Context: an optimization exercise on an open-source flow, tuned for small area. The choices shown serve that exercise and are no tape-out recipe.
RTL that was checked went through simulation tests only; none was proved equivalent to the original.
Only the layout flow was run in runs 6 and 7; the RTL was not checked for function there.
No activity file was given, so power comes from the tool's default toggle rates.

--- design/flow/config.mk ---
export PLATFORM = sky130hd
export DESIGN_NAME = store_datapath
export DESIGN_NICKNAME = store_datapath
export VERILOG_FILES = /design/flow/design.v
export SDC_FILE = /design/flow/constraint.sdc
export NUM_CORES = 4
export LEC_CHECK = 0
export CAP_MARGIN = 20
export CORE_MARGIN = 2
export CORE_UTILIZATION = 55
export PLACE_DENSITY = 0.7
export SLEW_MARGIN = 20
--- design/flow/constraint.sdc ---
create_clock -name core_clock -period 6.0 [get_ports {clk}]
set_input_delay 1.2000 -clock core_clock [delete_from_list [all_inputs] [get_ports {clk}]]
set_output_delay 1.2000 -clock core_clock [all_outputs]
set_load 0.01 [all_outputs]
--- design/flow/design.v ---
`default_nettype none
module store_datapath #(
    parameter int         W                 = 64,
    parameter int         RATE_MAX          = 1344,
    parameter int         SIZE_W            = 32,
    parameter logic [1:0] SHAKE128_MODE_VEC = 2'b00,
    parameter logic [1:0] SHAKE256_MODE_VEC = 2'b01
) (
    input  wire logic                clk,
    input  wire logic                rst,      
    input  wire logic                start,
    input  wire logic [1:0]          operation_mode,
    input  wire logic [SIZE_W-1:0]   output_size,
    input  wire logic                block_valid,
    output logic                     block_ready,
    input  wire logic [RATE_MAX-1:0] state_in,
    output logic                     squeeze_request,
    output logic [W-1:0]             data_out,
    output logic                     data_out_valid,
    input  wire logic                data_out_ready,
    output logic                     last_output_word,
    output logic                     busy,
    output logic [W/8-1:0]           data_out_keep,
    output logic                     done
);
    localparam int c_DEPTH_128 = RATE_MAX / W;      
    localparam int c_DEPTH_256 = 1088 / W;          
    localparam int c_PTR_W     = $clog2(c_DEPTH_128);
    localparam int c_LB        = $clog2(W);         
    localparam int c_KEEP_W    = W / 8;
    typedef enum logic [1:0] {
        S_IDLE       = 2'd0,
        S_WAIT_BLOCK = 2'd1,
        S_STREAM     = 2'd2
    } state_t;
    state_t              r_state;
    state_t              w_state_next;
    logic [RATE_MAX-1:0] r_blk;         
    logic [c_PTR_W-1:0]  r_ptr;         
    logic [SIZE_W-1:0]   r_bits_left;   
    logic                r_mode_256;
    logic                r_done;
    logic                w_mode_ok;
    logic                w_stream;
    logic                w_last;
    logic                w_final;
    logic                w_take;
    logic                w_load;
    logic                w_start;
    logic [c_DEPTH_128-1:0] w_sel;
    logic [W-1:0]        w_word;
    logic [W-1:0]        w_mask;
    assign w_mode_ok = (operation_mode == SHAKE128_MODE_VEC) ||
                       (operation_mode == SHAKE256_MODE_VEC);
    assign w_stream  = (r_state == S_STREAM);
    assign w_last    = w_stream && (r_bits_left[SIZE_W-1:c_LB+1] == '0) &&
                       (!r_bits_left[c_LB] || (r_bits_left[c_LB-1:0] == '0));
    assign w_final   = r_mode_256 ? (r_ptr == c_PTR_W'(c_DEPTH_256 - 1))
                                  : (r_ptr == c_PTR_W'(c_DEPTH_128 - 1));
    assign w_take    = w_stream && data_out_ready;
    assign w_load    = (r_state == S_WAIT_BLOCK) && block_valid;
    assign w_start   = (r_state == S_IDLE) && start && w_mode_ok;
    always_ff @(posedge clk or negedge rst) begin
        if (!rst) begin
            r_state <= S_IDLE;
            r_done  <= 1'b0;
        end else begin
            r_state <= w_state_next;
            r_done  <= (w_start && (output_size == '0)) || (w_take && w_last);
        end
    end
    always_comb begin
        w_state_next = r_state;
        case (r_state)
            S_IDLE:       if (w_start && (output_size != '0)) w_state_next = S_WAIT_BLOCK;
            S_WAIT_BLOCK: if (block_valid) w_state_next = S_STREAM;
            S_STREAM:     if (data_out_ready) begin
                              if (w_last)       w_state_next = S_IDLE;
                              else if (w_final) w_state_next = S_WAIT_BLOCK;
                          end
            default:      w_state_next = S_IDLE;
        endcase
    end
    always_ff @(posedge clk) begin
        if (w_start) begin
            r_bits_left <= output_size;
            r_mode_256  <= (operation_mode == SHAKE256_MODE_VEC);
        end else if (w_take) begin
            r_bits_left[SIZE_W-1:c_LB] <= r_bits_left[SIZE_W-1:c_LB] - 1'b1;
        end
    end
    always_ff @(posedge clk) begin
        if (w_load) begin
            r_ptr <= '0;
        end else if (w_take) begin
            r_ptr <= r_ptr + 1'b1;
        end
    end
    always_ff @(posedge clk) begin
        if (w_load) begin
            r_blk <= state_in;
        end
    end
    always_comb begin
        for (int k = 0; k < c_DEPTH_128; k++) begin
            w_sel[k] = w_stream && (r_ptr == c_PTR_W'(k));
        end
    end
    always_comb begin
        w_word = '0;
        for (int k = 0; k < c_DEPTH_128; k++) begin
            w_word = w_word | ({W{w_sel[k]}} & r_blk[k*W +: W]);
        end
    end
    always_comb begin
        for (int i = 0; i < W; i++) begin
            w_mask[i] = !w_last || (r_bits_left[c_LB:0] > (c_LB+1)'(i));
        end
    end
    assign block_ready      = (r_state == S_WAIT_BLOCK);
    assign data_out_valid   = w_stream;
    assign squeeze_request  = w_take && !w_last && w_final;
    assign data_out         = w_word & w_mask;
    assign last_output_word = w_last;
    assign busy             = (r_state != S_IDLE);
    assign done             = r_done;
    always_comb begin
        for (int j = 0; j < c_KEEP_W; j++) begin
            data_out_keep[j] = w_stream &&
                               (!w_last || (r_bits_left[c_LB:0] > (c_LB+1)'(8*j)));
        end
    end
endmodule
`default_nettype wire
--- design/flow/flow/run.sh ---
#!/bin/bash
# Layout flow: the standard ORFS flow (standard.sh), with
#  - port buffers of the smallest buffer cell instead of clkdlybuf4s50_1,
#  - a clock tree of small clock buffers and no dummy balancing loads.
# Each tool's full output goes to a log file in this folder.
set -euo pipefail
export BUFFER_PORTS_ARGS="-buffer_cell sky130_fd_sc_hd__buf_1"
export CTS_ARGS="-sink_clustering_enable -repair_clock_nets -dont_use_dummy_load -buf_list {sky130_fd_sc_hd__clkbuf_4 sky130_fd_sc_hd__clkbuf_8}"
bash standard.sh finish > standard_flow.log 2>&1
cp -r orfs/logs ./orfs_logs 2>/dev/null || true
--- design/flow/standard.sh ---
#!/bin/bash
# synth_recipe.tcl (not shown) runs the flow's synth.tcl, then flattens the netlist and writes it again
# the make line also repeats each setting of config.mk as NAME=value (left out here)
make -C /OpenROAD-flow-scripts/flow DESIGN_CONFIG=/design/flow/config.mk WORK_HOME=/design/flow/orfs CLKGATE_MAP_FILE= SYNTH_SCRIPT=/design/flow/synth_recipe.tcl "${@:-finish}"
==> results of run 1 <==
==> synth_stat cells (all sizes together) (43+ instances only) <==
cell and n:
a22oi 340, nand3 43, a21oi 78, nand2 190, nor2 80, o21ai 61, mux2i 87, clkbuf 130
buf 47, edfxtp 1377, a22o 45, nand4 63
==> cell families after synthesis <==
logic type | Yosys count | synth area share (%)
adders and majority gates | 6 | 0.144
buffers and inverters | 190 | 1.46
xor gates and xnor gates | 27 | 0.453
DFF | 1385 | 79.5
muxes | 120 | 2.44
and+or+nand+nor | 559 | 5.49
AOI/OAI and AO/OA | 739 | 10.5
==> impl_metrics.csv, run 1 <==
group,metric,value,unit
outcome,outcome,"stopped before the end",
outcome,stop_stage,"I/O pin placement (3_2_place_iop)",
outcome,firstError,"[ERROR PPL-0024] Number of IO pins (1461) exceeds maximum number of available positions (1126). Increase the die perimeter from 1248.36um to 1986.96um.",
yosys,syn-num-nets,4415,
yosys,ys_seq_elements,1385,
yosys,synth_cell_types,70,
yosys,ys_seq_area_share,79.5,%
yosys,async_flop_share,0.217,%
yosys,synth_top_cell_by_area,"edfxtp_1",
yosys,synth_area,0.0522,sq mm
die,chipWidth,312,um
die,initial_core_util,55.2,%
yosys,synth_edf_count,1377,
yosys,ys.flop_type,"edfxtp_1",
yosys,yosysWarnings,1,
yosys,synth_top_area_share,79.2,%
yosys,netlist_instances,3026,
die,dieHeight,312,um
yosys,synth.area.top_cells,"edfxtp_1 (79%), a22oi_1 (4.9%), mux2i_1 (1.7%)",
die,num_rows,113,
yosys,syn_area_per_cell,17.3,sq um
==> run 2: changes to the inputs <==
--- a/design/flow/flow/run.sh
+++ b/design/flow/flow/run.sh
@@ -6,5 +6,5 @@
 set -euo pipefail
 export BUFFER_PORTS_ARGS="-buffer_cell sky130_fd_sc_hd__buf_1"
+export PLACE_PINS_ARGS="-min_distance 1 -min_distance_in_tracks"
 export CTS_ARGS="-sink_clustering_enable -repair_clock_nets -dont_use_dummy_load -buf_list {sky130_fd_sc_hd__clkbuf_4 sky130_fd_sc_hd__clkbuf_8}"
 bash standard.sh finish > standard_flow.log 2>&1
-cp -r orfs/logs ./orfs_logs 2>/dev/null || true
==> impl_metrics.csv, run 2 <==
group,metric,value,unit
outcome,outcome,"stopped before the end",
outcome,stop_stage,"global routing (5_1_grt)",
outcome,firstError,"[ERROR GRT-0116] Global routing finished with congestion. Check the congestion regions in the DRC Viewer.",
yosys,synth_cell_types,70,
grt,grt_first_pass_wirelength,333000,um
die,dieHeight,312,um
die,initial_core_util,55.2,%
clocking,clock-sinks,1385,
yosys,synth_top_area_share,79.2,%
clocking,clockBufferDepth,3,
yosys,yosysWarnings,1,
yosys,async_flop_share,0.217,%
grt,track_usage,51.8,%
grt,grt_pass1_vias,40500,
yosys,synth_edf_count,1377,
yosys,synth_top_cell_by_area,"edfxtp_1",
clocking,ctsHoldBuffers,0,
yosys,yosysMostFrequentCell,"edfxtp_1",
yosys,synth.area.top_cells,"edfxtp_1 (79%), a22oi_1 (4.9%), mux2i_1 (1.7%)",
grt,grt_overflow_total,7,
yosys,netlist_instances,3026,
grt,grt_start_max_net_pins,147,
clocking,cts_setup_buffers,0,
yosys,synth.top_cells.by_count,"edfxtp_1 (1,377), a22oi_1 (340), nand2_1 (190)",
placed_design,place_congestion,1.04,
clocking,root_buffer,"clkbuf_8",
yosys,ys.flop_type,"edfxtp_1",
placed_design,dpl_cell_area,0.0599,sq mm
die,num_rows,113,
die,num_io_pins,1461,
yosys,ys_seq_area_share,79.5,%
yosys,syn-num-nets,4415,
clocking,h-tree-depth,4,
placed_design,dp_hpwl,175000,um
yosys,ys_seq_elements,1385,
placed_design,port-buffer-count,1460,
yosys,synth_area,0.0522,sq mm
yosys,syn_area_per_cell,17.3,sq um
clocking,numCtsBuffers,213,
die,chipWidth,312,um
[run 2: cell counts after synthesis]
No cell type changed its count.
[run 2: timing repair]
action                                  4_1_cts
hold endpoints to repair                      0
cloned                                        0
endpoints found under the setup margin        5
resized for setup                             3
[run 2: power by group through the flow]
stage / logic, mW / clock network (mW) / registers [mW]
after CTS: 4.82 / 6.45 / 12.5
after floorplan: 2.34 / 0 / 12.6
after detailed placement: 4.79 / 0 / 12.7
after global placement: 4.75 / 0 / 12.6
[run 2: kinds of logic after synthesis]
| logic type | after synthesis | synth area share [%] |
|---|---|---|
| DFF | 1385 | 79.5 |
| buffers and inverters | 190 | 1.46 |
| AOI/OAI and AO/OA | 739 | 10.5 |
| muxes | 120 | 2.44 |
| adders and majority gates | 6 | 0.144 |
| and+or+nand+nor | 559 | 5.49 |
| xor gates and xnor gates | 27 | 0.453 |
[run 2: layer usage]
| layer | overflow | GRT usage, % |
|---|---|---|
| met1 | 0 | 59.5 |
| met5 | 0 | 3.58 |
| met2 | 6 | 70.9 |
| met4 | 1 | 40.2 |
| met3 | 0 | 29.6 |
[run 2: how the worst max path moves through the flow]
stage          cells after the start  slack (ns)            to   startpoint
4_1_cts                            8        0.06  data_out[23]     r_ptr[3]
3_5_place_dp                      10        0.82   data_out[4]   r_state[0]
3_3_place_gp                       9        0.58  data_out[23]   r_state[0]
2_1_floorplan                      2        0.90      r_blk[0]  block_valid
[run 2: through the flow]
| stage | std cells | hold slack, ns | utilization, % | power [mW] | setup WS, ns |
|---|---|---|---|---|---|
| 2_1_floorplan | 3026 | 0.554 | - | 15.0 | 0.899 |
| 3_3_place_gp | 5681 | 0.580 | 63.4 | 17.4 | 0.581 |
| 3_5_place_dp | 5682 | 0.585 | 63.4 | 17.5 | 0.820 |
| 4_1_cts | 5895 | 0.0931 | 66.5 | 23.8 | 0.0568 |
==> run 3: changes to the inputs <==
==> design/flow/run.sh (new file) <==
#!/bin/bash
# synth_recipe.tcl (not shown) runs the flow's synth.tcl, then flattens the netlist and writes it again
# the make line also repeats each setting of config.mk as NAME=value (left out here)
make -C /OpenROAD-flow-scripts/flow DESIGN_CONFIG=/design/flow/config.mk WORK_HOME=/design/flow/orfs CLKGATE_MAP_FILE= SYNTH_SCRIPT=/design/flow/synth_recipe.tcl finish
--- a/design/flow/config.mk
+++ b/design/flow/config.mk
@@ -7,6 +7,6 @@
 export LEC_CHECK = 0
 export CAP_MARGIN = 20
-export CORE_MARGIN = 2
-export CORE_UTILIZATION = 55
-export PLACE_DENSITY = 0.7
+export CORE_AREA = 5 5 555 555
+export DIE_AREA = 0 0 560 560
+export PLACE_DENSITY = 0.45
 export SLEW_MARGIN = 20
removed: design/flow/flow/run.sh
removed: design/flow/standard.sh
==> impl_metrics.csv, run 3 <==
group,metric,value,unit
drt,wl_per_cell,44.0,um
yosys,ys_seq_area_share,79.5,%
yosys,synth.area.top_cells,"edfxtp_1 (79%), a22oi_1 (4.9%), mux2i_1 (1.7%)",
critical_path,worstRegToRegCells,9,
critical_path,cp_slowest_stage_delay,0.93,ns
yosys,synth_top_area_share,79.2,%
critical_path,reg2reg_to,"r_bits_left[30]",
die,num_io_pins,1461,
critical_path,start_kind,"flip-flop",
die,coreArea,0.302,sq mm
drt,ant_nets,0,
yosys,ys_seq_elements,1385,
critical_path,reg2reg_from,"r_bits_left[6]",
clocking,clk_transition_reported_paths,0.06,ns
timing,fin_crit,6.02,ns
power_and_ir_drop,netSwitchingFraction,32.4,%
clocking,cts_tree,"yes",
critical_path,cp.depth,9,
timing,setup_viol,1,
drt,drc,0,
clocking,clockBufferDepth,4,
yosys,synth.top_cells.by_count,"edfxtp_1 (1,377), a22oi_1 (340), nand2_1 (190)",
die,chipWidth,560,um
critical_path,cp.required,4.80,ns
yosys,syn_area_per_cell,17.3,sq um
timing,maxSlewHeadroom,14.6,%
grt,grt_overflow_total,0,
final_layout,largest_register_ffs,1344,
yosys,yosysMostFrequentCell,"edfxtp_1",
drt,drtIter0Drc,4989,
clocking,clock-sinks,1385,
drt,routed_wl,390000,um
timing,worst_slack,-0.0216,ns
final_layout,drive_above_1_share,12.8,%
grt,grt_pass1_vias,40000,
outcome,outcome,"complete, but fails checks",
grt,grt_start_max_net_pins,111,
drt,vias,40600,
critical_path,critPathBufInv,3,
drt,viasPerCell,4.58,
clocking,numCtsBuffers,174,
power_and_ir_drop,p_sw,9.93,mW
grt,track_usage,23.8,%
power_and_ir_drop,p_clk_share,35.0,%
hold_path,holdCritPathClass,"in -> async",
final_layout,layout_common_cells,"clkdlybuf4s50_1 (1,425), edfxtp_1 (1,377), a22oi_1 (338), buf_4 (195), nand2_1 (190)",
timing,max_freq,0.166,GHz
die,num_rows,202,
power_and_ir_drop,cellPowerDensity,386,mW/mm^2
critical_path,cp_cell_sequence,"inv_1 > ha_2 > and4bb_2 > and3_4 > buf_6 > a211o_1 > nor3_1 > a21oi_1 > clkdlybuf4s50_1",
final_layout,largest_register,"r_blk",
drt,firstDrtPassIters,6,
clocking,root_buffer,"clkbuf_16",
final_layout,utilization,26.3,%
placed_design,dp_hpwl,319000,um
yosys,synth_edf_count,1377,
grt,antenna_found_initial,273,
yosys,ys.flop_type,"edfxtp_1",
critical_path,crit_path_end_kind,"primary output",
power_and_ir_drop,leakagePower,25.5,nW
clocking,ctsHoldBuffers,0,
power_and_ir_drop,power,30.7,mW
critical_path,crit_end,"data_out[12]",
timing,tightestPinTransition,1.28,ns
power_and_ir_drop,internal-power,20.7,mW
yosys,syn-num-nets,4415,
yosys,async_flop_share,0.217,%
die,dieHeight,560,um
placed_design,place_congestion,0.931,
critical_path,cp_max_fo,34,
critical_path,worstSetupPathType,"reg -> out",
final_layout,nets,6084,
timing,holdWs,0.649,ns
critical_path,startpoint,"r_ptr[0]",
grt,grt_first_pass_wirelength,478000,um
timing,hold_viol,0,
power_and_ir_drop,pwr-share-seq,41.4,%
job,cap_violations,0,
final_layout,final_common_cell,"clkdlybuf4s50_1",
power_and_ir_drop,ir_drop,214,uV
yosys,synth_area,0.0522,sq mm
critical_path,crit_slowest_cell,"and3_4",
timing,slew_violations,0,
clocking,clk_latency,0.85,ns
timing,grt_setup_unrepaired,"no",
timing,fin_crit_sh,100,%
clocking,h-tree-depth,4,
yosys,synth_cell_types,70,
placed_design,pre_cts_ws,0.415,ns
timing,skew,0.0435,ns
die,initial_core_util,17.3,%
yosys,netlist_instances,3026,
die,die_area,0.314,sq mm
outcome,so_faults,"negative setup slack",
critical_path,worstPathArrival,4.82,ns
final_layout,reg_top3,"r_blk: 1344 flops, r_bits_left: 32 flops, r_ptr: 5 flops",
yosys,yosysWarnings,1,
critical_path,r2r_setup_slack,2.68,ns
critical_path,crit_family,"simple AND/OR/NAND/NOR gates",
placed_design,port-buffer-count,1460,
final_layout,area_growth,52.2,%
power_and_ir_drop,combPwrFrac,23.6,%
yosys,synth_top_cell_by_area,"edfxtp_1",
-- run 3: cell counts after synthesis --
No cell type changed its count.
-- run 3: layout make-up --
class	count	area, sq um
tap	3978	4980
clock inverter	112	1210
antenna	74	185
timing repair buffer	1670	16700
inverter	13	48.8
sequential	1385	41500
clock buffer	200	4450
multi-input combinational	1451	10300
fill	31000	223000
-- run 3: through the flow --
stage	instance area, sq um	setup TNS, ns	instances
floorplan	52200	0	3026
global placement	73400	0	8487
detailed placement	73400	0	8488
CTS	79200	0	8809
global route	79300	0	8841
finish	79400	-0.0216	8883
-- run 3: routing by layer --
metal,routed length [um],global-route usage [%]
met5,1230,0
met4,11000,6.27
met3,38200,7.93
met2,181000,38.6
met1,159000,30.4
-- run 3: kinds of logic (layout without fill, tap and decap cells) --
kind of cell,count (synthesis),after routing,synth area share [%]
simple gates,559,559,5.49
other cells,0,74,0
xor+xnor,27,27,0.453
flops,1385,1385,79.5
buf+inv,190,1995,1.46
fa+ha+maj,6,6,0.144
compound gates,739,739,10.5
mux,120,120,2.44
-- run 3: worst min path at each step --
stage | startpoint | slack (ns) | cells past startpoint | endpoint
floorplan | r_ptr[0] | 0.55 | 2 | r_ptr[0]
global placement | r_ptr[0] | 0.59 | 2 | r_ptr[0]
global route | rst | 0.62 | 1 | r_state[0]
detailed placement | r_ptr[0] | 0.62 | 2 | r_ptr[0]
CTS | rst | 0.58 | 1 | r_state[0]
finish | rst | 0.65 | 1 | r_state[0]
-- run 3: power by group through the flow --
stage	combinational (mW)	sequential [mW]	clock, mW
finish	7.24	12.7	10.7
global route	7.44	12.7	11.3
CTS	7.33	12.7	11.0
detailed placement	7.27	12.9	0
global placement	7.28	12.9	0
floorplan	2.34	12.6	0
-- run 3: repair_timing --
item / CTS / global route
buffers inserted: 9 / 0
gates resized for setup: 13 / 5
pin swaps: 4 / 2
endpoints found under the setup margin: 27 / 2
==> run 4: changes to the inputs <==
--- a/design/flow/design.v
+++ b/design/flow/design.v
@@ -29,4 +29,5 @@
     localparam int c_LB        = $clog2(W);         
     localparam int c_KEEP_W    = W / 8;
+    localparam int c_GROUPS    = c_DEPTH_128 / 3;   
     typedef enum logic [1:0] {
         S_IDLE       = 2'd0,
@@ -37,4 +38,6 @@
     state_t              w_state_next;
     logic [RATE_MAX-1:0] r_blk;         
+    logic [RATE_MAX-1:0] w_blk_next;
+    logic                r_par;         
     logic [c_PTR_W-1:0]  r_ptr;         
     logic [SIZE_W-1:0]   r_bits_left;   
@@ -47,7 +50,7 @@
     logic                w_take;
     logic                w_load;
+    logic                w_keep;
     logic                w_start;
     logic [c_DEPTH_128-1:0] w_sel;
-    logic [W-1:0]        w_word;
     logic [W-1:0]        w_mask;
     assign w_mode_ok = (operation_mode == SHAKE128_MODE_VEC) ||
@@ -60,4 +63,5 @@
     assign w_take    = w_stream && data_out_ready;
     assign w_load    = (r_state == S_WAIT_BLOCK) && block_valid;
+    assign w_keep    = !w_load;
     assign w_start   = (r_state == S_IDLE) && start && w_mode_ok;
     always_ff @(posedge clk or negedge rst) begin
@@ -98,7 +102,20 @@
     end
     always_ff @(posedge clk) begin
-        if (w_load) begin
-            r_blk <= state_in;
+        r_par <= w_load | ~r_par;
+    end
+    genvar gb;
+    generate
+        for (gb = 0; gb < RATE_MAX; gb++) begin : g_blk
+            store_datapath_keep u_keep (
+                .d (state_in[gb]),
+                .q (r_blk[gb]),
+                .l (w_load),
+                .h (w_keep),
+                .y (w_blk_next[gb])
+            );
         end
+    endgenerate
+    always_ff @(posedge clk) begin
+        r_blk <= w_blk_next;
     end
     always_comb begin
@@ -108,18 +125,31 @@
     end
     always_comb begin
-        w_word = '0;
-        for (int k = 0; k < c_DEPTH_128; k++) begin
-            w_word = w_word | ({W{w_sel[k]}} & r_blk[k*W +: W]);
+        for (int i = 0; i < W; i++) begin
+            w_mask[i] = w_stream &&
+                        (!w_last || (r_bits_left[c_LB:0] > (c_LB+1)'(i)));
         end
     end
-    always_comb begin
-        for (int i = 0; i < W; i++) begin
-            w_mask[i] = !w_last || (r_bits_left[c_LB:0] > (c_LB+1)'(i));
+    genvar gi, gj;
+    generate
+        for (gi = 0; gi < W; gi++) begin : g_bit
+            logic [c_GROUPS-1:0] w_grp_n;
+            for (gj = 0; gj < c_GROUPS; gj++) begin : g_grp
+                store_datapath_aoi3 u_aoi (
+                    .s (w_sel[3*gj +: 3]),
+                    .d ({r_blk[(3*gj+2)*W + gi], r_blk[(3*gj+1)*W + gi], r_blk[(3*gj)*W + gi]}),
+                    .y (w_grp_n[gj])
+                );
+            end
+            store_datapath_or_mask u_or (
+                .n (w_grp_n),
+                .p (r_par),
+                .m (w_mask[gi]),
+                .y (data_out[gi])
+            );
         end
-    end
+    endgenerate
     assign block_ready      = (r_state == S_WAIT_BLOCK);
     assign data_out_valid   = w_stream;
     assign squeeze_request  = w_take && !w_last && w_final;
-    assign data_out         = w_word & w_mask;
     assign last_output_word = w_last;
     assign busy             = (r_state != S_IDLE);
@@ -132,3 +162,27 @@
     end
 endmodule
+module store_datapath_keep (
+    input  wire logic d,
+    input  wire logic q,
+    input  wire logic l,
+    input  wire logic h,
+    output logic      y
+);
+    assign y = ~((d | h) & (q | l));
+endmodule
+module store_datapath_aoi3 (
+    input  wire logic [2:0] s,
+    input  wire logic [2:0] d,
+    output logic            y
+);
+    assign y = ~((s[0] & d[0]) | (s[1] & d[1]) | (s[2] & d[2]));
+endmodule
+module store_datapath_or_mask (
+    input  wire logic [6:0] n,
+    input  wire logic       p,
+    input  wire logic       m,
+    output logic            y
+);
+    assign y = m & (p ^ ~(&n));
+endmodule
 `default_nettype wire
==> design/flow/flow/run.sh (new file) <==
#!/bin/bash
# Layout flow: the standard ORFS flow (standard.sh), with
#  - port buffers of the smallest buffer cell instead of clkdlybuf4s50_1,
#  - a clock tree of small clock buffers and no dummy balancing loads.
# Each tool's full output goes to a log file in this folder.
set -euo pipefail
export BUFFER_PORTS_ARGS="-buffer_cell sky130_fd_sc_hd__buf_1"
export PLACE_PINS_ARGS="-min_distance 1 -min_distance_in_tracks"
export CTS_ARGS="-sink_clustering_enable -repair_clock_nets -dont_use_dummy_load -buf_list {sky130_fd_sc_hd__clkbuf_4 sky130_fd_sc_hd__clkbuf_8}"
bash standard.sh finish > standard_flow.log 2>&1
==> design/flow/standard.sh (new file) <==
#!/bin/bash
# synth_recipe.tcl (not shown) runs the flow's synth.tcl, then flattens the netlist and writes it again
# the make line also repeats each setting of config.mk as NAME=value (left out here)
make -C /OpenROAD-flow-scripts/flow DESIGN_CONFIG=/design/flow/config.mk WORK_HOME=/design/flow/orfs CLKGATE_MAP_FILE= SYNTH_SCRIPT=/design/flow/synth_recipe.tcl "${@:-finish}"
--- a/design/flow/config.mk
+++ b/design/flow/config.mk
@@ -7,6 +7,8 @@
 export LEC_CHECK = 0
 export CAP_MARGIN = 20
-export CORE_AREA = 5 5 555 555
-export DIE_AREA = 0 0 560 560
-export PLACE_DENSITY = 0.45
+export CORE_MARGIN = 2
+export CORE_UTILIZATION = 40
+export PLACE_DENSITY = 0.5
 export SLEW_MARGIN = 20
+export SYNTH_HIERARCHICAL = 1
+export SYNTH_MINIMUM_KEEP_SIZE = 0
removed: design/flow/run.sh
==> impl_metrics.csv, run 4 <==
group,metric,value,unit
outcome,outcome,"finished clean",
grt,grt_start_max_net_pins,253,
grt,grt_first_pass_wirelength,324000,um
final_layout,utilization,50.7,%
clocking,numCtsBuffers,225,
placed_design,dp_hpwl,161000,um
power_and_ir_drop,netSwitchingFraction,33.8,%
yosys,synth_top_area_share,59.7,%
yosys,yosysWarnings,7,
clocking,cts-resized-gates,0,
power_and_ir_drop,internal-power,21.0,mW
die,die_area,0.116,sq mm
yosys,ys_seq_elements,1386,
critical_path,cp.required,4.80,ns
final_layout,nets,7028,
timing,holdWs,0.194,ns
timing,max_freq,0.175,GHz
critical_path,start_kind,"flip-flop",
die,dieHeight,340,um
yosys,ys.flop_type,"dfxtp_1",
drt,drtIter0Drc,6465,
clocking,clock-sinks,1386,
grt,track_usage,38.8,%
critical_path,worstPathArrival,4.51,ns
timing,setup_viol,0,
timing,fin_crit_sh,95.1,%
placed_design,dpl_cell_area,0.0533,sq mm
timing,tightestPinTransition,1.16,ns
yosys,yosysMostFrequentCell,"dfxtp_1",
drt,ant_nets,0,
drt,vias,46800,
final_layout,reg_top3,"r_blk: 1344 flops, r_bits_left: 32 flops, r_ptr: 5 flops",
power_and_ir_drop,power,31.7,mW
hold_path,holdCritPathClass,"in -> async",
yosys,syn-num-nets,5313,
yosys,synthAdderAreaFrac,0.166,%
timing,slew_violations,0,
yosys,synth_compound_area_share,30.5,%
yosys,synth_top_family_by_area,"compound AO/OA/AOI/OAI gates",
grt,grt_pass1_vias,44200,
clocking,clk_transition_reported_paths,0.06,ns
timing,grt_setup_unrepaired,"no",
power_and_ir_drop,pwr-share-seq,54.0,%
yosys,syn_area_per_cell,11.5,sq um
power_and_ir_drop,ir_drop,302,uV
drt,firstDrtPassIters,10,
final_layout,area_growth,25.8,%
power_and_ir_drop,combPwrFrac,24.7,%
die,chipWidth,340,um
timing,maxSlewHeadroom,22.7,%
drt,routed_wl,236000,um
power_and_ir_drop,p_clk_share,21.3,%
timing,skew,0.112,ns
yosys,async_flop_share,0.216,%
placed_design,place_congestion,0.953,
yosys,netlist_instances,3924,
final_layout,fillers,10900,
die,coreArea,0.112,sq mm
die,num_io_pins,1461,
placed_design,port-buffer-count,1460,
die,initial_core_util,40.3,%
power_and_ir_drop,p_sw,10.7,mW
yosys,synth.top_cells.by_count,"dfxtp_1 (1,350), o22ai_1 (1,345), a222oi_1 (448)",
clocking,cts_tree,"yes",
clocking,ctsHoldBuffers,0,
yosys,synth.area.top_cells,"dfxtp_1 (60%), o22ai_1 (19%), a222oi_1 (9.9%)",
final_layout,largest_register,"r_blk",
critical_path,crit_path_end_kind,"primary output",
final_layout,layout_common_cells,"buf_1 (1,460), dfxtp_1 (1,349), o22ai_1 (1,345), a222oi_1 (448), clkbuf_8 (225)",
clocking,h-tree-depth,4,
drt,viasPerCell,6.39,
yosys,synth_cell_types,68,
drt,drc,0,
clocking,cts_setup_buffers,0,
yosys,synth-simple-area-share,6.22,%
final_layout,largest_register_ffs,1344,
yosys,synth_top_cell_by_area,"dfxtp_1",
final_layout,finalInstanceArea,0.0569,sq mm
critical_path,cp_max_fo,46,
yosys,synth_edf_count,33,
timing,hold_viol,0,
drt,wl_per_cell,32.3,um
yosys,synth_mux_area_share,0.0221,%
critical_path,worstSetupPathType,"reg -> out",
yosys,synth_xor_area_share,0.503,%
timing,fin_tns_setup,0,ns
clocking,root_buffer,"clkbuf_8",
die,num_rows,123,
yosys,ys_seq_area_share,62.0,%
grt,grt_overflow_total,0,
power_and_ir_drop,leakagePower,20.3,nW
final_layout,final_common_cell,"buf_1",
yosys,synth_area,0.0453,sq mm
final_layout,drive_above_1_share,6.03,%
grt,antenna_found_initial,246,
clocking,clk_latency,0.91,ns
timing,fin_crit,5.71,ns
power_and_ir_drop,cellPowerDensity,557,mW/mm^2
job,cap_violations,0,
clocking,clockBufferDepth,3,
==> run 4: cell count changes in the layout (fill, tap and decap cells not counted), moves of 150 or more <==
cell,previous run,this run
clkbuf_16,174,0
buf_1,0,1460
dfxtp_1,2,1349
a222oi_1,27,448
clkdlybuf4s50_1,1425,0
buf_4,195,45
edfxtp_1,1377,33
clkbuf_8,0,225
a22oi_1,338,0
o22ai_1,23,1345
==> run 4: critical path, stage by stage, from the launching register on <==
cell      delay, ns
dfrtp_1        0.43
nand2b_2       0.30
inv_1          0.13
nand3_1        0.14
nor2_1         0.25
and2_4         0.75
buf_4          0.47
a222oi_1       0.17
nand4_1        0.20
or3_1          0.14
and3_1         0.14
buf_1          0.51
==> run 4: worst paths after layout <==
path / start / end / slack (ns) / cells after the start
worst max-delay path: r_state[0] / data_out[46] / 0.29 / 11
worst min-delay path: rst / r_state[0] / 0.19 / 1
worst min register to register: r_blk[975] / r_blk[975] / 0.43 / 1
worst max register to register: r_state[0] / r_blk[90] / 2.67 / 5
min in group core_clock: r_blk[975] / r_blk[975] / 0.43 / 1
max in group asynchronous: rst / r_state[1] / 5.60 / 1
==> run 4: cells by family (layout without fill, tap and decap cells) <==
logic type / count (synthesis) / in the layout
other: 0 / 182
buffers and inverters: 52 / 1765
DFF: 1386 / 1386
xor gates and xnor gates: 26 / 26
muxes: 1 / 1
and+or+nand+nor: 492 / 492
AOI/OAI and AO/OA: 1961 / 1961
adders and majority gates: 6 / 6
==> run 4: cell type report <==
| type | instances | area (sq um) | area share [%] |
|---|---|---|---|
| repair buffers | 1530 | 6330 | 11.1 |
| flip-flops and latches | 1386 | 28100 | 49.3 |
| clock buffers | 225 | 3100 | 5.44 |
| multi-input cells | 2486 | 17000 | 29.9 |
| well taps | 1500 | 1880 | 3.30 |
| diodes | 182 | 455 | 0.800 |
| inverters | 10 | 45.0 | 0.0791 |
==> run 4: power groups by stage <==
| stage | clock [mW] | combinational [mW] | sequential (mW) |
|---|---|---|---|
| 2_1_floorplan | 0 | 5.83 | 16.6 |
| 3_3_place_gp | 0 | 7.35 | 17.3 |
| 3_5_place_dp | 0 | 7.58 | 17.2 |
| 4_1_cts | 6.83 | 7.58 | 17.1 |
| 5_1_grt | 7.24 | 8.59 | 17.7 |
| 6_report | 6.75 | 7.85 | 17.1 |
==> run 4: routing by layer <==
metal	vias to the layer above	track usage, %	routed length [um]
met3	910	18.6	29600
met1	22200	44.1	84600
met5	-	2.08	997
met4	146	33.2	22100
met2	2772	54.2	98900
li1	20800	-	-
==> run 4: metrics by stage <==
step | worst slack (ns) | std cells
finish | 0.295 | 7319
global route | 0.172 | 7262
CTS | 0.434 | 7135
detailed placement | 1.34 | 6910
global placement | 1.38 | 6909
floorplan | -26.02 | 3924
==> run 4: per-module statistics from Yosys, one instance, submodules excluded <==
module / cell area (sq um) / times used / cells / flip-flops and latches
store_datapath: 30500 / 1 / 1812 / 1386
store_datapath_aoi3: 10.0 / 448 / 1 / 0
store_datapath_keep: 6.26 / 1344 / 1 / 0
store_datapath_or_mask: 28.8 / 64 / 5 / 0
==> run 5: changes to the inputs <==
--- a/design/flow/flow/run.sh
+++ b/design/flow/flow/run.sh
@@ -7,4 +7,4 @@
 export BUFFER_PORTS_ARGS="-buffer_cell sky130_fd_sc_hd__buf_1"
 export PLACE_PINS_ARGS="-min_distance 1 -min_distance_in_tracks"
-export CTS_ARGS="-sink_clustering_enable -repair_clock_nets -dont_use_dummy_load -buf_list {sky130_fd_sc_hd__clkbuf_4 sky130_fd_sc_hd__clkbuf_8}"
+export CTS_ARGS="-sink_clustering_enable -repair_clock_nets -dont_use_dummy_load -sink_clustering_size 30 -sink_clustering_max_diameter 60 -buf_list {sky130_fd_sc_hd__clkbuf_4 sky130_fd_sc_hd__clkbuf_8 sky130_fd_sc_hd__clkbuf_16}"
 bash standard.sh finish > standard_flow.log 2>&1
==> impl_metrics.csv, run 5 <==
group,metric,value,unit
timing,fin_crit_sh,92.4,%
yosys,async_flop_share,0.216,%
timing,maxSlewHeadroom,23.7,%
drt,drtIter0Drc,6492,
critical_path,worstSetupPathType,"reg -> out",
yosys,synth_top_family_by_area,"compound AO/OA/AOI/OAI gates",
yosys,synth_compound_area_share,30.5,%
final_layout,final_common_cell,"buf_1",
die,die_area,0.116,sq mm
final_layout,reg_top3,"r_blk: 1344 flops, r_bits_left: 32 flops, r_ptr: 5 flops",
yosys,synth-simple-area-share,6.22,%
clocking,cts_setup_buffers,0,
critical_path,cp_max_fo,64,
grt,grt_first_pass_wirelength,321000,um
placed_design,dp_hpwl,161000,um
critical_path,crit_path_end_kind,"primary output",
yosys,ys_seq_area_share,62.0,%
final_layout,layout_common_cells,"buf_1 (1,460), dfxtp_1 (1,349), o22ai_1 (1,345), a222oi_1 (448), clkbuf_16 (116)",
yosys,synth.area.top_cells,"dfxtp_1 (60%), o22ai_1 (19%), a222oi_1 (9.9%)",
clocking,clk_latency,0.75,ns
critical_path,worstPathArrival,4.34,ns
placed_design,dpl_cell_area,0.0533,sq mm
drt,firstDrtPassIters,10,
power_and_ir_drop,cellPowerDensity,557,mW/mm^2
placed_design,place_congestion,0.953,
die,num_io_pins,1461,
final_layout,utilization,50.5,%
timing,setup_viol,0,
power_and_ir_drop,ir_drop,289,uV
critical_path,cp.required,4.80,ns
placed_design,pre_cts_ws,1.34,ns
timing,tightestPinTransition,1.14,ns
clocking,root_buffer,"clkbuf_16",
hold_path,holdCritPathClass,"in -> async",
power_and_ir_drop,leakagePower,20.1,nW
yosys,synthAdderAreaFrac,0.166,%
critical_path,r2r_setup_slack,2.65,ns
final_layout,area_growth,25.3,%
final_layout,drive_above_1_share,4.16,%
timing,worst_slack,0.458,ns
grt,antenna_found_initial,242,
yosys,syn-num-nets,5313,
yosys,ys_seq_elements,1386,
critical_path,reg2reg_from,"r_state[0]",
grt,grt_pass1_vias,43200,
grt,grt_start_max_net_pins,253,
clocking,clk_transition_reported_paths,0.04,ns
clocking,clockBufferDepth,3,
drt,viasPerCell,6.42,
yosys,ys.flop_type,"dfxtp_1",
yosys,yosysWarnings,7,
die,dieHeight,340,um
timing,grt_setup_unrepaired,"no",
drt,ant_nets,0,
grt,track_usage,38.4,%
power_and_ir_drop,power,31.6,mW
drt,drc,0,
clocking,h-tree-depth,3,
critical_path,start_kind,"flip-flop",
drt,routed_wl,233000,um
yosys,netlist_instances,3924,
timing,slew_violations,0,
grt,grt_overflow_total,0,
yosys,yosysMostFrequentCell,"dfxtp_1",
final_layout,largest_register,"r_blk",
clocking,cts-resized-gates,0,
final_layout,finalInstanceArea,0.0567,sq mm
drt,vias,46300,
timing,skew,0.0785,ns
clocking,ctsHoldBuffers,0,
yosys,synth_cell_types,68,
placed_design,port-buffer-count,1460,
clocking,numCtsBuffers,116,
clocking,cts_tree,"yes",
yosys,synth_xor_area_share,0.503,%
die,initial_core_util,40.3,%
die,chipWidth,340,um
critical_path,worstRegToRegCells,5,
yosys,synth_top_cell_by_area,"dfxtp_1",
outcome,outcome,"finished clean",
yosys,synth_mux_area_share,0.0221,%
die,coreArea,0.112,sq mm
timing,fin_tns_setup,0,ns
yosys,synth.top_cells.by_count,"dfxtp_1 (1,350), o22ai_1 (1,345), a222oi_1 (448)",
final_layout,nets,6918,
yosys,syn_area_per_cell,11.5,sq um
timing,hold_viol,0,
job,cap_violations,0,
critical_path,reg2reg_to,"r_blk[831]",
drt,wl_per_cell,32.3,um
clocking,clock-sinks,1386,
yosys,synth_top_area_share,59.7,%
final_layout,largest_register_ffs,1344,
timing,max_freq,0.180,GHz
timing,fin_crit,5.54,ns
die,num_rows,123,
yosys,synth_edf_count,33,
yosys,synth_area,0.0453,sq mm
run 5: how the worst max path moves through the flow:
| stage | cells after the start | start | slack, ns | to |
|---|---|---|---|---|
| floorplan | 3 | block_valid | -26.02 | r_state[1] |
| global placement | 9 | r_state[0] | 1.38 | data_out[39] |
| detailed placement | 9 | r_state[0] | 1.34 | data_out[39] |
| CTS | 6 | r_bits_left[1] | 0.56 | data_out[32] |
| global route | 11 | r_state[0] | 0.27 | data_out[46] |
| finish | 10 | r_state[0] | 0.46 | data_out[12] |
run 5: critical path: stages (launching register included):
cell and delay [ns]:
dfrtp_1 0.41, nand2b_2 0.28, inv_1 0.10, and3_1 0.22, and3_2 0.23, buf_12 0.23
a222oi_1 0.95, nand4_1 0.37, or3_1 0.43, and3_1 0.18, buf_1 0.19
run 5: logic make-up (layout without fill, tap and decap cells):
logic type               Yosys count  in the layout
AO/OA/AOI/OAI                   1961           1961
flip-flops                      1386           1386
buffers and inverters             52           1655
other                              0            187
multiplexers                       1              1
AND/OR/NAND/NOR                  492            492
XOR/XNOR                          26             26
adder cells (fa/ha/maj)            6              6
run 5: area by class of cell:
| type | count | area (sq um) |
|---|---|---|
| fill | 10800 | 55600 |
| sequential | 1386 | 28100 |
| multi-input combinational | 2486 | 17000 |
| timing repair buffer | 1529 | 6310 |
| clock buffer | 116 | 2900 |
| tap | 1500 | 1880 |
| antenna | 187 | 468 |
| inverter | 10 | 45.0 |
run 5: where the power goes:
part	internal (mW)	switching, mW	leakage (nW)	total [mW]
sequential	14.4	2.75	11.7	17.1
combinational	3.35	4.48	6.90	7.83
clock	3.37	3.31	1.43	6.68
run 5: per-layer routing:
| metal | share of wire (%) | wire, um | vias to the layer above | track usage, % |
|---|---|---|---|---|
| met2 | 42 | 97800 | 2680 | 54.2 |
| met3 | 12 | 28700 | 860 | 17.5 |
| li1 | - | - | 20600 | - |
| met1 | 36 | 83800 | 22100 | 44.1 |
| met4 | 9.4 | 22000 | 138 | 31.7 |
| met5 | 0.43 | 1010 | - | 2.00 |
run 5: modules after synthesis (local to each module, per instance):
module	copies in the design	flip-flops and latches	cells
store_datapath	1	1386	1812
store_datapath_keep	1344	0	1
store_datapath_or_mask	64	0	5
store_datapath_aoi3	448	0	1
run 5: through the flow:
step,cells,hold slack [ns]
2_1_floorplan,3924,0.410
3_3_place_gp,6909,0.417
3_5_place_dp,6910,0.426
4_1_cts,7026,0.302
5_1_grt,7159,0.316
6_report,7214,0.348
==> run 6: changes to the inputs <==
--- a/design/flow/design.v
+++ b/design/flow/design.v
@@ -26,5 +26,4 @@
     localparam int c_DEPTH_128 = RATE_MAX / W;      
     localparam int c_DEPTH_256 = 1088 / W;          
-    localparam int c_PTR_W     = $clog2(c_DEPTH_128);
     localparam int c_LB        = $clog2(W);         
     localparam int c_KEEP_W    = W / 8;
@@ -40,5 +39,5 @@
     logic [RATE_MAX-1:0] w_blk_next;
     logic                r_par;         
-    logic [c_PTR_W-1:0]  r_ptr;         
+    logic [c_DEPTH_128-1:0] r_sel;      
     logic [SIZE_W-1:0]   r_bits_left;   
     logic                r_mode_256;
@@ -59,6 +58,5 @@
     assign w_last    = w_stream && (r_bits_left[SIZE_W-1:c_LB+1] == '0) &&
                        (!r_bits_left[c_LB] || (r_bits_left[c_LB-1:0] == '0));
-    assign w_final   = r_mode_256 ? (r_ptr == c_PTR_W'(c_DEPTH_256 - 1))
-                                  : (r_ptr == c_PTR_W'(c_DEPTH_128 - 1));
+    assign w_final   = r_mode_256 ? r_sel[c_DEPTH_256 - 1] : r_sel[c_DEPTH_128 - 1];
     assign w_take    = w_stream && data_out_ready;
     assign w_load    = (r_state == S_WAIT_BLOCK) && block_valid;
@@ -96,7 +94,7 @@
     always_ff @(posedge clk) begin
         if (w_load) begin
-            r_ptr <= '0;
+            r_sel <= c_DEPTH_128'(1);
         end else if (w_take) begin
-            r_ptr <= r_ptr + 1'b1;
+            r_sel <= {r_sel[c_DEPTH_128-2:0], 1'b0};
         end
     end
@@ -119,9 +117,5 @@
         r_blk <= w_blk_next;
     end
-    always_comb begin
-        for (int k = 0; k < c_DEPTH_128; k++) begin
-            w_sel[k] = w_stream && (r_ptr == c_PTR_W'(k));
-        end
-    end
+    assign w_sel = r_sel;
     always_comb begin
         for (int i = 0; i < W; i++) begin
--- a/design/flow/config.mk
+++ b/design/flow/config.mk
@@ -8,6 +8,6 @@
 export CAP_MARGIN = 20
 export CORE_MARGIN = 2
-export CORE_UTILIZATION = 40
-export PLACE_DENSITY = 0.5
+export CORE_UTILIZATION = 45
+export PLACE_DENSITY = 0.55
 export SLEW_MARGIN = 20
 export SYNTH_HIERARCHICAL = 1
==> impl_metrics.csv, run 6 <==
group,metric,value,unit
yosys,syn-num-nets,5326,
yosys,synth_top_area_share,60.1,%
die,chipWidth,322,um
outcome,stop_stage,"global routing (5_1_grt)",
yosys,synth.area.top_cells,"dfxtp_1 (60%), o22ai_1 (18%), a222oi_1 (9.9%)",
clocking,h-tree-depth,3,
die,num_io_pins,1461,
clocking,root_buffer,"clkbuf_16",
clocking,clock-sinks,1402,
yosys,synth.top_cells.by_count,"dfxtp_1 (1,366), o22ai_1 (1,344), a222oi_1 (448)",
yosys,netlist_instances,3942,
yosys,synth_edf_count,33,
grt,grt_start_max_net_pins,218,
clocking,ctsHoldBuffers,0,
clocking,cts-resized-gates,0,
yosys,ys.flop_type,"dfxtp_1",
grt,grt_first_pass_wirelength,324000,um
outcome,firstError,"[ERROR GRT-0116] Global routing finished with congestion. Check the congestion regions in the DRC Viewer.",
yosys,async_flop_share,0.214,%
grt,grt_pass1_vias,45800,
yosys,ys_seq_area_share,62.5,%
yosys,yosysMostFrequentCell,"dfxtp_1",
grt,grt_overflow_total,12,
outcome,outcome,"stopped before the end",
placed_design,dp_hpwl,154000,um
yosys,synth_cell_types,55,
grt,track_usage,43.7,%
yosys,syn_area_per_cell,11.5,sq um
placed_design,post-place-cells,6708,
clocking,numCtsBuffers,113,
clocking,clockBufferDepth,3,
placed_design,port-buffer-count,1460,
die,dieHeight,322,um
yosys,yosysWarnings,7,
yosys,synth_area,0.0455,sq mm
die,num_rows,116,
die,initial_core_util,45.4,%
yosys,synth_top_cell_by_area,"dfxtp_1",
placed_design,place_congestion,0.943,
clocking,cts_setup_buffers,0,
yosys,ys_seq_elements,1402,
run 6: worst min path at each step:
stage,slack (ns),to,from,depth (start not counted)
2_1_floorplan,0.41,r_blk[0],r_blk[0],1
3_5_place_dp,0.43,r_blk[1019],r_blk[1019],1
3_3_place_gp,0.42,r_blk[4],r_blk[4],1
4_1_cts,0.29,r_done,rst,1
run 6: kinds of logic after synthesis:
| group | Yosys count | share of synthesized area (%) |
|---|---|---|
| compound gates | 1994 | 30.7 |
| flops | 1402 | 62.5 |
| simple gates | 466 | 5.75 |
| fa+ha+maj | 1 | 0.0275 |
| mux | 2 | 0.0468 |
| buf+inv | 54 | 0.564 |
| xor+xnor | 23 | 0.443 |
run 6: per-stage QoR:
step                cell area, sq um  setup WS, ns
floorplan                      45500         -1.91
global placement               53000          1.34
detailed placement             53000          1.25
CTS                            55900         0.509
run 6: layer usage:
layer  overflow  global-route usage (%)
met4          6                    31.8
met2          6                    63.1
met3          0                    20.8
met5          0                    2.41
met1          0                    50.1
run 6: Yosys stat by module, one instance, submodules excluded:
| module | copies in the design | flip-flops and latches |
|---|---|---|
| store_datapath_or_mask | 64 | 0 |
| store_datapath | 1 | 1402 |
| store_datapath_keep | 1344 | 0 |
| store_datapath_aoi3 | 448 | 0 |
run 6: power by group through the flow:
stage | clock, mW | combinational, mW | sequential [mW]
4_1_cts | 6.61 | 0.466 | 9.37
3_3_place_gp | 0 | 0.458 | 9.58
3_5_place_dp | 0 | 0.461 | 9.59
2_1_floorplan | 0 | 0.0679 | 9.59
==> run 7: changes to the inputs <==
==> design/flow/flow/run.sh (replaced) <==
#!/bin/bash
# Layout flow: the standard ORFS flow (standard.sh), with
#  - port buffers of the smallest buffer cell instead of clkdlybuf4s50_1,
#  - a clock tree of small clock buffers and no dummy balancing loads.
# Each tool's full output goes to a log file in this folder.
set -euo pipefail
export BUFFER_PORTS_ARGS="-buffer_cell sky130_fd_sc_hd__buf_1"
export PLACE_PINS_ARGS="-min_distance 1 -min_distance_in_tracks"
export CTS_ARGS="-sink_clustering_enable -repair_clock_nets -dont_use_dummy_load -buf_list {sky130_fd_sc_hd__clkbuf_4 sky130_fd_sc_hd__clkbuf_8} -sink_clustering_buffer sky130_fd_sc_hd__clkbuf_4 -sink_clustering_size 8 -sink_clustering_max_diameter 50"
bash standard.sh finish > standard_flow.log 2>&1
--- a/design/flow/config.mk
+++ b/design/flow/config.mk
@@ -8,6 +8,6 @@
 export CAP_MARGIN = 20
 export CORE_MARGIN = 2
-export CORE_UTILIZATION = 45
-export PLACE_DENSITY = 0.55
+export CORE_UTILIZATION = 40
+export PLACE_DENSITY = 0.5
 export SLEW_MARGIN = 20
 export SYNTH_HIERARCHICAL = 1
==> impl_metrics.csv, run 7 <==
group,metric,value,unit
timing,max_freq,0.184,GHz
die,chipWidth,341,um
yosys,netlist_instances,3942,
placed_design,port-buffer-count,1460,
drt,vias,47700,
clocking,cts_tree,"yes",
yosys,async_flop_share,0.214,%
yosys,ys_seq_area_share,62.5,%
final_layout,regArea,0.0285,sq mm
drt,ant_nets,0,
yosys,synthAdderAreaFrac,0.0275,%
timing,slew_violations,0,
final_layout,final_cells,7312,
clocking,clk_latency,0.90,ns
critical_path,cp_cell_sequence,"nor4_2 > nand3_2 > or4_4 > nor4_4 > a31oi_1 > and3_1 > buf_1",
timing,fin_tns_setup,0,ns
yosys,synth-simple-area-share,5.75,%
critical_path,reg2reg_to,"r_blk[1282]",
drt,viasPerCell,6.52,
timing,tightestPinTransition,1.33,ns
yosys,syn-num-nets,5326,
timing,fin_crit,5.43,ns
die,coreArea,0.113,sq mm
final_layout,largest_register,"r_blk",
yosys,synth_compound_area_share,30.7,%
clocking,numCtsBuffers,197,
final_layout,area_growth,22.0,%
critical_path,cp_slowest_stage_delay,0.68,ns
timing,hold_viol,0,
yosys,syn_area_per_cell,11.5,sq um
critical_path,worstRegToRegCells,5,
power_and_ir_drop,pwr-share-seq,63.7,%
power_and_ir_drop,ir_drop,182,uV
timing,skew,0.107,ns
final_layout,fillers,11200,
final_layout,drive_above_1_share,5.50,%
power_and_ir_drop,leakagePower,19.3,nW
final_layout,reg_top3,"r_blk: 1344 flops, r_bits_left: 32 flops, r_sel: 21 flops",
critical_path,reg2reg_from,"r_state[1]",
power_and_ir_drop,netSwitchingFraction,23.8,%
yosys,synth_top_family_by_area,"compound AO/OA/AOI/OAI gates",
power_and_ir_drop,p_sw,3.49,mW
critical_path,crit_path_end_kind,"primary output",
power_and_ir_drop,cellPowerDensity,265,mW/mm^2
yosys,synth_xor_area_share,0.443,%
final_layout,largest_register_ffs,1344,
drt,wl_per_cell,32.4,um
clocking,h-tree-depth,4,
yosys,synth_top_area_share,60.1,%
timing,holdWs,0.129,ns
yosys,synth_area,0.0455,sq mm
timing,fin_crit_sh,90.5,%
grt,antenna_found_initial,267,
yosys,ys_seq_elements,1402,
yosys,yosysMostFrequentCell,"dfxtp_1",
final_layout,utilization,49.3,%
grt,track_usage,39.0,%
yosys,synth_top_cell_by_area,"dfxtp_1",
clocking,clock-sinks,1402,
critical_path,cp_max_fo,8,
power_and_ir_drop,internal-power,11.2,mW
critical_path,start_kind,"flip-flop",
yosys,synth_edf_count,33,
yosys,synth.area.top_cells,"dfxtp_1 (60%), o22ai_1 (18%), a222oi_1 (9.9%)",
power_and_ir_drop,combPwrFrac,3.2,%
yosys,yosysWarnings,7,
drt,drtIter0Drc,6095,
grt,grt_pass1_vias,44600,
drt,firstDrtPassIters,10,
timing,setup_viol,0,
clocking,ctsHoldBuffers,0,
clocking,root_buffer,"clkbuf_8",
grt,grt_first_pass_wirelength,328000,um
hold_path,holdCritPathClass,"in -> async",
clocking,clockBufferDepth,3,
clocking,clk_transition_reported_paths,0.10,ns
die,num_io_pins,1461,
critical_path,worstSetupPathType,"reg -> out",
critical_path,crit_slowest_cell,"nor4_4",
power_and_ir_drop,p_clk_share,33.1,%
critical_path,worstPathArrival,4.23,ns
grt,grt_overflow_total,0,
critical_path,cp.required,4.80,ns
clocking,cts_setup_buffers,0,
placed_design,place_congestion,0.929,
final_layout,layout_common_cells,"buf_1 (1,460), o22ai_1 (1,344), dfxtp_1 (1,344), a222oi_1 (448), clkbuf_4 (180)",
die,die_area,0.116,sq mm
timing,maxSlewHeadroom,11.1,%
yosys,synth.top_cells.by_count,"dfxtp_1 (1,366), o22ai_1 (1,344), a222oi_1 (448)",
drt,routed_wl,237000,um
final_layout,final_common_cell,"buf_1",
timing,grt_setup_unrepaired,"no",
final_layout,multi_input_area,0.0168,sq mm
die,initial_core_util,40.4,%
clocking,cts-resized-gates,0,
yosys,synth_cell_types,55,
placed_design,dp_hpwl,160000,um
die,dieHeight,341,um
outcome,outcome,"finished clean",
yosys,ys.flop_type,"dfxtp_1",
placed_design,post-place-cells,6917,
die,num_rows,123,
grt,grt_start_max_net_pins,245,
drt,drc,0,
critical_path,r2r_setup_slack,2.87,ns
job,cap_violations,0,
yosys,synth_mux_area_share,0.0468,%
final_layout,nets,7000,
## run 7: cell counts after synthesis
No cell type changed its count.
## run 7: routing by layer
layer	wire, um	vias up	global-route usage [%]
li1	-	20800	-
met1	87000	22900	45.8
met2	100000	2864	55.6
met3	29000	963	18.1
met4	19400	164	28.2
met5	1040	-	1.14
## run 7: worst max-delay path by stage
stage	startpoint	end	cells after the start
6_report	r_bits_left[14]	data_out[0]	7
5_1_grt	r_bits_left[14]	data_out[0]	7
4_1_cts	r_bits_left[14]	data_out[0]	7
3_5_place_dp	r_bits_left[14]	data_out[0]	7
3_3_place_gp	r_bits_left[14]	data_out[0]	7
2_1_floorplan	block_valid	r_blk[0]	4
## run 7: kinds of logic after synthesis
logic type / count (synthesis)
fa+ha+maj: 1
xor+xnor: 23
buf+inv: 54
compound gates: 1994
simple gates: 466
mux: 2
flops: 1402
## run 7: power by group through the flow
stage / logic, mW / registers (mW) / clock network (mW)
3_5_place_dp: 0.467 / 9.59 / 0
3_3_place_gp: 0.464 / 9.58 / 0
6_report: 0.476 / 9.37 / 4.87
4_1_cts: 0.472 / 9.37 / 4.94
2_1_floorplan: 0.0679 / 9.59 / 0
5_1_grt: 0.518 / 9.37 / 5.32
## run 7: stage by stage
stage / setup slack [ns] / instance area (sq um) / power (mW)
2_1_floorplan: -1.91 / 45500 / 9.66
3_5_place_dp: 1.57 / 53400 / 10.1
3_3_place_gp: 1.61 / 53400 / 10.0
6_report: 0.568 / 55500 / 14.7
4_1_cts: 0.633 / 55000 / 14.8
5_1_grt: 0.391 / 55300 / 15.2
## run 7: Yosys stat by module, one instance, submodules excluded
module,area (sq um),times used
store_datapath_keep,6.26,1344
store_datapath,30700,1
store_datapath_or_mask,28.8,64
store_datapath_aoi3,10.0,448
## run 7: layout make-up
type / instances / share of cell area [%]
Multi-Input combinational cell: 2486 / 30.4
Tap cell: 1500 / 3.38
Inverter: 8 / 0.0677
Antenna cell: 198 / 0.893
Clock buffer: 197 / 2.86
Timing Repair Buffer: 1521 / 11.1
Sequential cell: 1402 / 51.4
## run 7: worst max-delay path, delay by kind of cell (launching register included)
family	cells	cell delay, ns
compound gates	1	0.45
buf+inv	1	0.13
flops	1	0.46
simple gates	5	2.34
==> run 8: changes to the inputs <==
--- a/design/flow/design.v
+++ b/design/flow/design.v
@@ -86,9 +86,11 @@
     always_ff @(posedge clk) begin
         if (w_start) begin
-            r_bits_left <= output_size;
-            r_mode_256  <= (operation_mode == SHAKE256_MODE_VEC);
-        end else if (w_take) begin
-            r_bits_left[SIZE_W-1:c_LB] <= r_bits_left[SIZE_W-1:c_LB] - 1'b1;
+            r_bits_left[c_LB-1:0] <= output_size[c_LB-1:0];
+            r_mode_256            <= (operation_mode == SHAKE256_MODE_VEC);
         end
+    end
+    always_ff @(posedge clk) begin
+        r_bits_left[SIZE_W-1:c_LB] <= w_start ? output_size[SIZE_W-1:c_LB]
+                                              : r_bits_left[SIZE_W-1:c_LB] - (SIZE_W-c_LB)'(w_take);
     end
     always_ff @(posedge clk) begin
==> impl_metrics.csv, run 8 <==
group,metric,value,unit
die,num_io_pins,1461,
yosys,synth.top_cells.by_count,"dfxtp_1 (1,392), o22ai_1 (1,344), a222oi_1 (448)",
clocking,cts-resized-gates,0,
outcome,outcome,"stopped before the end",
clocking,numCtsBuffers,196,
placed_design,dp_hpwl,157000,um
die,chipWidth,340,um
placed_design,port-buffer-count,1460,
grt,grt_overflow_total,4,
grt,track_usage,39.7,%
yosys,synth.area.top_cells,"dfxtp_1 (62%), o22ai_1 (19%), a222oi_1 (9.9%)",
yosys,ys_seq_area_share,62.2,%
placed_design,pre_cts_ws,1.30,ns
yosys,ys.flop_type,"dfxtp_1",
die,num_rows,123,
outcome,stop_stage,"global routing (5_1_grt)",
clocking,root_buffer,"clkbuf_8",
yosys,synth_edf_count,7,
yosys,synth_cell_types,57,
die,initial_core_util,40.3,%
yosys,syn-num-nets,5325,
yosys,netlist_instances,3940,
yosys,synth_top_area_share,61.6,%
yosys,ys_seq_elements,1402,
clocking,h-tree-depth,4,
placed_design,place_congestion,0.944,
yosys,yosysWarnings,7,
clocking,clockBufferDepth,3,
grt,grt_start_max_net_pins,244,
grt,grt_pass1_vias,46400,
clocking,cts_setup_buffers,0,
yosys,synth_area,0.0452,sq mm
grt,grt_first_pass_wirelength,331000,um
clocking,ctsHoldBuffers,0,
yosys,synth_top_cell_by_area,"dfxtp_1",
die,dieHeight,340,um
outcome,firstError,"[ERROR GRT-0116] Global routing finished with congestion. Check the congestion regions in the DRC Viewer.",
yosys,async_flop_share,0.214,%
yosys,yosysMostFrequentCell,"dfxtp_1",
clocking,clock-sinks,1402,
yosys,syn_area_per_cell,11.5,sq um
-- run 8: changes by cell type after synthesis, moves of 9 or more --
cell and change:
dfxtp_1 +26, edfxtp_1 -26, nor2_1 +16, o21ai_0 -9, o21ai_1 +9
-- run 8: modules after synthesis, one instance, submodules excluded --
| module | copies in the design | cell area [sq um] |
|---|---|---|
| store_datapath_or_mask | 64 | 28.8 |
| store_datapath | 1 | 30500 |
| store_datapath_keep | 1344 | 6.26 |
| store_datapath_aoi3 | 448 | 10.0 |
-- run 8: power by group through the flow --
| stage | clock network [mW] | logic (mW) | registers, mW |
|---|---|---|---|
| after CTS | 4.92 | 8.28 | 17.4 |
| after detailed placement | 0 | 8.26 | 17.6 |
| after global placement | 0 | 8.02 | 17.6 |
| after floorplan | 0 | 5.58 | 16.8 |
-- run 8: kinds of logic after synthesis --
| family | after synthesis | synth area share (%) |
|---|---|---|
| DFF | 1402 | 62.2 |
| buffers and inverters | 52 | 0.562 |
| xor gates and xnor gates | 23 | 0.445 |
| and+or+nand+nor | 470 | 5.78 |
| AOI/OAI and AO/OA | 1988 | 30.8 |
| adders and majority gates | 2 | 0.0553 |
| muxes | 3 | 0.0719 |
-- run 8: metrics by stage --
step | hold WS, ns | area (sq um) | cells
after floorplan | 0.410 | 45300 | 3940
after global placement | 0.417 | 53000 | 6901
after detailed placement | 0.426 | 53000 | 6901
after CTS | 0.125 | 54600 | 7097
-- run 8: worst max-delay path by stage --
stage,slack (ns),to,depth (start not counted),start
floorplan,-1.84,r_blk[0],4,block_valid
global placement,1.34,r_bits_left[30],10,data_out_ready
detailed placement,1.30,r_bits_left[30],10,data_out_ready
CTS,0.78,data_out[8],7,r_bits_left[12]
-- run 8: metal layers --
layer,GRT overflow,GRT usage (%)
met5,0,1.31
met4,2,29.9
met3,0,17.8
met2,2,58.4
met1,0,45.1
==> run 9: changes to the inputs <==
==> design/flow/flow/run.sh (replaced) <==
#!/bin/bash
# Layout flow: the standard ORFS flow (standard.sh), with
#  - port buffers of the smallest buffer cell instead of clkdlybuf4s50_1,
#  - I/O pins at least 0.6 um apart,
#  - a clock tree of small clock buffers and no dummy balancing loads.
# Each tool's full output goes to a log file in this folder.
set -euo pipefail
export BUFFER_PORTS_ARGS="-buffer_cell sky130_fd_sc_hd__buf_1"
export PLACE_PINS_ARGS="-min_distance 0.6"
export CTS_ARGS="-sink_clustering_enable -repair_clock_nets -dont_use_dummy_load -buf_list {sky130_fd_sc_hd__clkbuf_4 sky130_fd_sc_hd__clkbuf_8} -sink_clustering_buffer sky130_fd_sc_hd__clkbuf_4 -sink_clustering_size 8 -sink_clustering_max_diameter 50"
bash standard.sh finish > standard_flow.log 2>&1
--- a/design/flow/config.mk
+++ b/design/flow/config.mk
@@ -9,4 +9,5 @@
 export CORE_MARGIN = 2
 export CORE_UTILIZATION = 40
+export GPL_TIMING_DRIVEN = 0
 export PLACE_DENSITY = 0.5
 export SLEW_MARGIN = 20
==> impl_metrics.csv, run 9 <==
group,metric,value,unit
yosys,syn_area_per_cell,11.5,sq um
final_layout,largest_register_ffs,1344,
yosys,synth.top_cells.by_count,"dfxtp_1 (1,392), o22ai_1 (1,344), a222oi_1 (448)",
clocking,clk_latency,0.85,ns
critical_path,cp_cell_sequence,"buf_16 > buf_12 > a222oi_1 > nand4_1 > or3_1 > and3_1 > buf_1",
clocking,ctsHoldBuffers,0,
yosys,synth.area.top_cells,"dfxtp_1 (62%), o22ai_1 (19%), a222oi_1 (9.9%)",
grt,grt_start_max_net_pins,194,
timing,setup_viol,0,
timing,slew_violations,0,
final_layout,area_growth,23.8,%
final_layout,final_cells,7280,
timing,hold_viol,0,
clocking,clk_transition_reported_paths,0.09,ns
placed_design,post-place-cells,6956,
critical_path,r2r_setup_slack,1.89,ns
clocking,cts_setup_buffers,0,
critical_path,critPathBufInv,3,
drt,routed_wl,245000,um
final_layout,reg_top3,"r_blk: 1344 flops, r_bits_left: 32 flops, r_sel: 21 flops",
critical_path,cp_max_fo,29,
die,dieHeight,340,um
drt,wl_met2,102000,um
drt,viasPerCell,6.49,
drt,wl_per_cell,33.7,um
yosys,synth_area,0.0452,sq mm
drt,vias,47200,
final_layout,nets,7041,
grt,track_usage,39.9,%
power_and_ir_drop,cellPowerDensity,562,mW/mm^2
placed_design,port-buffer-count,1460,
timing,max_freq,0.183,GHz
grt,grt_pass1_vias,43100,
clocking,cts_tree,"yes",
yosys,synth_cell_types,57,
critical_path,crit_slowest_cell,"a222oi_1",
placed_design,pre_cts_ws,1.17,ns
clocking,clockBufferDepth,3,
critical_path,crit_path_end_kind,"primary output",
yosys,async_flop_share,0.214,%
die,num_rows,123,
drt,ant_nets,0,
critical_path,worstPathArrival,4.25,ns
final_layout,drive_above_1_share,5.61,%
timing,tightestPinTransition,1.07,ns
die,die_area,0.116,sq mm
critical_path,start_kind,"flip-flop",
drt,firstDrtPassIters,9,
outcome,outcome,"finished clean",
timing,worst_slack,0.548,ns
power_and_ir_drop,power,31.5,mW
grt,grt_overflow_total,0,
final_layout,layout_common_cells,"buf_1 (1,460), dfxtp_1 (1,370), o22ai_1 (1,344), a222oi_1 (448), clkbuf_4 (181)",
final_layout,utilization,49.8,%
yosys,yosysMostFrequentCell,"dfxtp_1",
critical_path,worstRegToRegCells,8,
clocking,cts-resized-gates,0,
timing,maxSlewHeadroom,28.4,%
grt,grt_first_pass_wirelength,333000,um
die,chipWidth,340,um
drt,drc,0,
drt,drtIter0Drc,6476,
yosys,ys_seq_area_share,62.2,%
timing,grt_setup_unrepaired,"no",
clocking,root_buffer,"clkbuf_8",
yosys,synth_edf_count,7,
timing,fin_crit_sh,90.9,%
die,coreArea,0.112,sq mm
critical_path,crit_family,"simple AND/OR/NAND/NOR gates",
final_layout,largest_register,"r_blk",
yosys,synth_top_area_share,61.6,%
grt,antenna_found_initial,229,
yosys,yosysWarnings,7,
drt,wl_met1,98400,um
placed_design,place_congestion,0.955,
final_layout,final_common_cell,"buf_1",
yosys,syn-num-nets,5325,
critical_path,cp_slowest_stage_delay,0.97,ns
job,cap_violations,0,
die,num_io_pins,1461,
critical_path,cp.depth,7,
yosys,ys_seq_elements,1402,
yosys,ys.flop_type,"dfxtp_1",
clocking,h-tree-depth,4,
power_and_ir_drop,leakagePower,19.7,nW
critical_path,cp.required,4.80,ns
power_and_ir_drop,ir_drop,227,uV
critical_path,worstSetupPathType,"reg -> out",
drt,top_layer,"met5",
timing,fin_crit,5.45,ns
clocking,clock-sinks,1402,
die,initial_core_util,40.3,%
drt,route.met3.wl,35000,um
yosys,netlist_instances,3940,
timing,skew,0.0775,ns
placed_design,dp_hpwl,177000,um
yosys,synth_top_cell_by_area,"dfxtp_1",
clocking,numCtsBuffers,198,
hold_path,holdCritPathClass,"in -> async",
-- run 9: cell counts after synthesis --
No cell type changed its count.
-- run 9: report_power, final --
part / switching, mW / total (mW) / internal [mW]
combinational: 5.45 / 9.24 / 3.79
clock: 3.24 / 4.89 / 1.65
sequential: 2.96 / 17.4 / 14.4
total: 11.7 / 31.5 / 19.8
-- run 9: layout make-up --
class	count	area, sq um
well taps	1500	1880
flip-flops and latches	1402	28200
multi-input cells	2486	16800
inverters	6	22.5
clock buffers	198	1590
diodes	126	315
plain buffers	46	253
repair buffers	1516	6870
fillers	10900	56300
-- run 9: worst paths after layout --
path                            start           end
min                               rst        r_done
min in group core_clock    r_blk[450]    r_blk[450]
min reg2reg                r_blk[450]    r_blk[450]
max in group asynchronous         rst    r_state[0]
max                         r_sel[12]  data_out[13]
max reg2reg                r_state[1]    r_blk[960]
-- run 9: kinds of logic after synthesis --
family	Yosys count	share of synthesized area [%]
flip-flops	1402	62.2
AO/OA/AOI/OAI	1988	30.8
XOR/XNOR	23	0.445
multiplexers	3	0.0719
AND/OR/NAND/NOR	470	5.78
adder cells (fa/ha/maj)	2	0.0553
buffers and inverters	52	0.562
-- run 9: per-module statistics from Yosys, one instance, submodules excluded --
module                  area, sq um  times used
store_datapath                30500           1
store_datapath_keep            6.26        1344
store_datapath_aoi3            10.0         448
store_datapath_or_mask         28.8          64
-- run 9: routing by layer --
layer	track usage, %	vias to the layer above
met1	51.9	22700
met5	0	-
met2	56.4	2899
met3	19.9	643
met4	14.8	182
li1	-	20800
-- run 9: through the flow --
| step | area, sq um | hold slack, ns | setup TNS, ns |
|---|---|---|---|
| 2_1_floorplan | 45300 | 0.410 | -2404.67 |
| 3_3_place_gp | 52600 | 0.417 | -8259.44 |
| 3_5_place_dp | 54100 | 0.426 | 0 |
| 4_1_cts | 55700 | 0.0904 | 0 |
| 5_1_grt | 55900 | 0.117 | 0 |
| 6_report | 56000 | 0.143 | 0 |

==> what the ideal ports hide <==
Ports are ideal in the flow. The routed layouts listed here were re-timed in OpenROAD. Step 1 assumes that a clkbuf_16 drives the clock port and a buf_2 every other input. Step 2 adds t to the input delays and takes it off the output delays; t is the mean of the earliest and latest rising clock arrival at the registers after step 1. Input paths then give back, and output paths get back, about the clock's delay inside the block. a / b / c = ideal / step 1 / step 2; a / b = the first two.
run	t, ns	setup slack, ns	hold WS [ns]	clock arrival spread, ns	pins driven straight from the clock port
run 3	0.939	-0.022 / -0.127 / 0.812	0.649 / 0.577 / 0.649	0.057 / 0.056	1
run 4	0.927	0.295 / 0.221 / 1.148	0.194 / 0.246 / 0.430	0.112 / 0.112	1
run 5	0.791	0.458 / 0.376 / 1.168	0.348 / 0.380 / 0.433	0.086 / 0.085	1
run 7	0.923	0.568 / 0.488 / 1.411	0.129 / 0.143 / 0.437	0.108 / 0.108	1
run 9	0.910	0.548 / 0.465 / 1.202	0.143 / 0.187 / 0.437	0.115 / 0.115	1
